This design comes from an exercise in tuning for small area, a short achievable clock period and few clock cycles on the open sky130 flow, not from production work. The RTL was checked by simulation tests, not by an equivalence proof against the original design. Power is estimated from default activity; no workload was simulated.

build 6:
Design ppc_relocation_patcher_top, start of the top module:
module ppc_relocation_patcher_top (
	input  logic            clk,
	input  logic            arst_n,
	input  logic            push,
	output logic            full,
	input  logic [168:0]    req,
	output logic            empty,
	input  logic            pop,
	output logic [69:0]     res,
	input  logic            cfg_valid,
	output logic            cfg_ready,
	input  logic [1:0]      cfg_index,
	input  logic [31:0]     cfg_data
);
	ppcrp_pkg::req_t  req_w;
	ppcrp_pkg::res_t  res_w;
	logic [15:0]      small_base_q;   
	logic [31:0]      tramp_end_q;
	logic [31:0]      tnext_q;
	logic             cfg_wr;
	logic             ven_pop;
	logic             room;
	logic [3:0]       vword;
	logic             vany;
	logic             noroom;
	logic             normal;
	logic             wr;
	logic             s_valid;
	logic             s_take;
	logic             c_full;
	ppcrp_pkg::slot_t slot;
	ppcrp_pkg::cmd_t  cmd_d;
	ppcrp_pkg::cmd_t  cmd_q;
	assign req_w     = req;
	assign res       = res_w;
	assign cfg_ready = 1'b1;
	assign cfg_wr    = cfg_valid && cfg_ready;
	assign s_take    = s_valid && !c_full;
	always_ff @(posedge clk or negedge arst_n) begin
		if (!arst_n) begin
			small_base_q <= 16'd0;
			tramp_end_q  <= 32'd0;
		end else if (cfg_wr) begin
			case (cfg_index)
				ppcrp_pkg::CFG_SMALL_BASE: small_base_q <= cfg_data[15:0];
				ppcrp_pkg::CFG_TRAMP_END:  tramp_end_q  <= cfg_data;
				default: ;
			endcase
		end
	end
	always_ff @(posedge clk or negedge arst_n) begin
		if (!arst_n) begin
			tnext_q <= 32'd0;
		end else if (cfg_wr && (cfg_index == ppcrp_pkg::CFG_TRAMP_START)) begin
			tnext_q <= cfg_data;
		end else if (ven_pop) begin
			tnext_q <= tnext_q + 32'd4;
		end
	end
	assign room = ({1'b0, tnext_q} + ppcrp_pkg::VENEER_BYTES) <= {1'b0, tramp_end_q};
	ppcrp_front u_front (
		.clk    (clk),
		.arst_n (arst_n),
		.push   (push),
		.full   (full),
		.req    (req_w),
		.take   (s_take),
		.valid  (s_valid),
		.slot   (slot)
	);
	ppcrp_classify u_classify (
		.slot       (slot),
		.small_base (small_base_q),
		.cmd        (cmd_d)
	);
	ppcrp_queue u_queue (
		.clk     (clk),
  ...
export LEC_CHECK = 0
export ABC_AREA = 1
export CAP_MARGIN = 20
export CORE_MARGIN = 2
export CORE_UTILIZATION = 40
export GPL_ROUTABILITY_DRIVEN = 0
export PLACE_DENSITY = 0.7
export SETUP_SLACK_MARGIN = 2.8
export SLEW_MARGIN = 20
create_clock -name core_clock -period 6.0 [get_ports {clk}]
standard.sh (not shown) runs the stock make flow with config.mk's settings and CLKGATE_MAP_FILE= SYNTH_SCRIPT=/design/flow/synth_recipe.tcl, a recipe that flattens the netlist after the stock synthesis.
==> flow/flow/run.sh <==
#!/bin/bash
# Standard layout with smaller port buffers. Each ORFS step keeps its own
# log under orfs/logs; make's output goes to flow.log.
set -o pipefail
bash standard.sh \
	BUFFER_PORTS_ARGS="-buffer_cell sky130_fd_sc_hd__buf_2" \
	finish > flow.log 2>&1
Testbench counts of build 6, summed over its fixed seeds: cycles 24,672.
For build 54, these inputs were changed with respect to build 6:
# build 6
export LEC_CHECK = 0
export ABC_AREA = 1
export CAP_MARGIN = 20
export CORE_MARGIN = 2
export CORE_UTILIZATION = 40
export GPL_ROUTABILITY_DRIVEN = 0
export PLACE_DENSITY = 0.7
export SETUP_SLACK_MARGIN = 2.8
export SLEW_MARGIN = 20
create_clock -name core_clock -period 6.0 [get_ports {clk}]
# build 54
export LEC_CHECK = 0
export CAP_MARGIN = 20
export CORE_MARGIN = 2
export CORE_UTILIZATION = 55
export SETUP_SLACK_MARGIN = 2.5
export SLEW_MARGIN = 20
create_clock -name core_clock -period 6.0 [get_ports {clk}]
- Fmax (build 54 vs. build 6) decreases by more than 10%
- The via-per-instance ratio of build 54 exceeds that of build 6 by 12%.
- Sort build 54 and build 6 by final area asc -> top: build 54
- Build 54 against build 6: total placed instance area lost about 4.6%, relative contribution of the clock network to total power picked up an extra 0.3 points, final max-slew violation count neither gained nor lost much.
Relative to build 54, the following input files were edited for build 88:
# build 54
export LEC_CHECK = 0
export CAP_MARGIN = 20
export CORE_MARGIN = 2
export CORE_UTILIZATION = 55
export SETUP_SLACK_MARGIN = 2.5
export SLEW_MARGIN = 20
create_clock -name core_clock -period 6.0 [get_ports {clk}]
# build 88
export LEC_CHECK = 0
export ABC_AREA = 1
export CAP_MARGIN = 20
export CORE_MARGIN = 2
export CORE_UTILIZATION = 40
export PLACE_DENSITY = 0.7
export SETUP_SLACK_MARGIN = 2.8
export SLEW_MARGIN = 20
create_clock -name core_clock -period 6.0 [get_ports {clk}]
Notes after the runs:
Per the final summary, build 88 finished and its layout is clean on timing, DRC and antenna.
Compared with build 54, build 88 improves setup slack.
[compare] base=build 54 new=build 88: cell area up about 5%, diode insertion count for antenna repair went up.
Delta (build 88 minus build 54): area added between synthesis and finish now sits higher; multi-input logic area went up by about 0.7%; number of enable flip-flop cells after synthesis ~0 delta.
Relative to build 88, the following input files were edited for build 89:
# build 88
export LEC_CHECK = 0
export ABC_AREA = 1
export CAP_MARGIN = 20
export CORE_MARGIN = 2
export CORE_UTILIZATION = 40
export PLACE_DENSITY = 0.7
export SETUP_SLACK_MARGIN = 2.8
export SLEW_MARGIN = 20
create_clock -name core_clock -period 6.0 [get_ports {clk}]
# build 89
export LEC_CHECK = 0
export ABC_AREA = 1
export CAP_MARGIN = 20
export CORE_MARGIN = 2
export CORE_UTILIZATION = 30
export SETUP_SLACK_MARGIN = 2.8
export SLEW_MARGIN = 20
create_clock -name core_clock -period 6.0 [get_ports {clk}]
Notes after the runs:
Build 89 reached the final stage; the timing, DRC and antenna checks on its layout passed. Build 88 completed every stage of the flow, and the final layout passed the timing, DRC and antenna checks. Diff build 89..build 88 | clock network area share | negligible. [build 89] post-layout utilization of the core fell 12 points relative to build 88. Between build 89 and build 88, the difference in worst hold slack is negligible. The run showing the greater number of vias per cell after detailed routing is build 88. Build 89 vs. build 88: fraction of area in registers has decreased; power drawn by the combinational cells barely changed; setup slack fell by 0.018 ns; die extent in x now sits higher. ~same per-cell routed wire length in build 89 and build 88. Looking at worst setup path endpoint, the full result is from build 88; the u_queue.cmd_q[115] one comes from build 89. Final area was higher in the run labelled build 89. The count of clock-buffer cells in the layout in build 89 sits 1 above the value recorded for build 88.

re-timing with driven ports:
The flow's constraints put no driver on any port. The routed layouts listed below were extracted and timed again, unchanged, in two steps. Step 1 assumes that a clkbuf_16 drives the clock port and a buf_2 every other input. Step 2 also shifts input and output timing later by t, the mid clock arrival at the registers, as if the neighbouring blocks saw the same clock. Three values: ideal, step 1, step 2; two values: the first two.
run | t (ns) | slack for setup (ns) | hold WS [ns] | latest minus earliest clock arrival (ns) | worst slew at a driven data input, ns
build 6 | 0.629 | 2.838 / 2.782 / 2.302 | 0.482 / 0.482 / 0.482 | 0.025 / 0.025 | 0.07
build 54 | 0.619 | 2.277 / 2.277 / 2.009 | 0.490 / 0.490 / 0.490 | 0.029 / 0.029 | 0.05
build 88 | 0.630 | 2.814 / 2.753 / 2.355 | 0.484 / 0.484 / 0.484 | 0.030 / 0.030 | 0.07
build 89 | 0.624 | 2.796 / 2.796 / 2.347 | 0.481 / 0.481 / 0.481 | 0.026 / 0.026 | 0.07
After both steps every run listed still meets setup and hold. The setup slack of build 6, which loses most, moves by -0.056 ns with the drivers and by -0.536 ns with both steps.
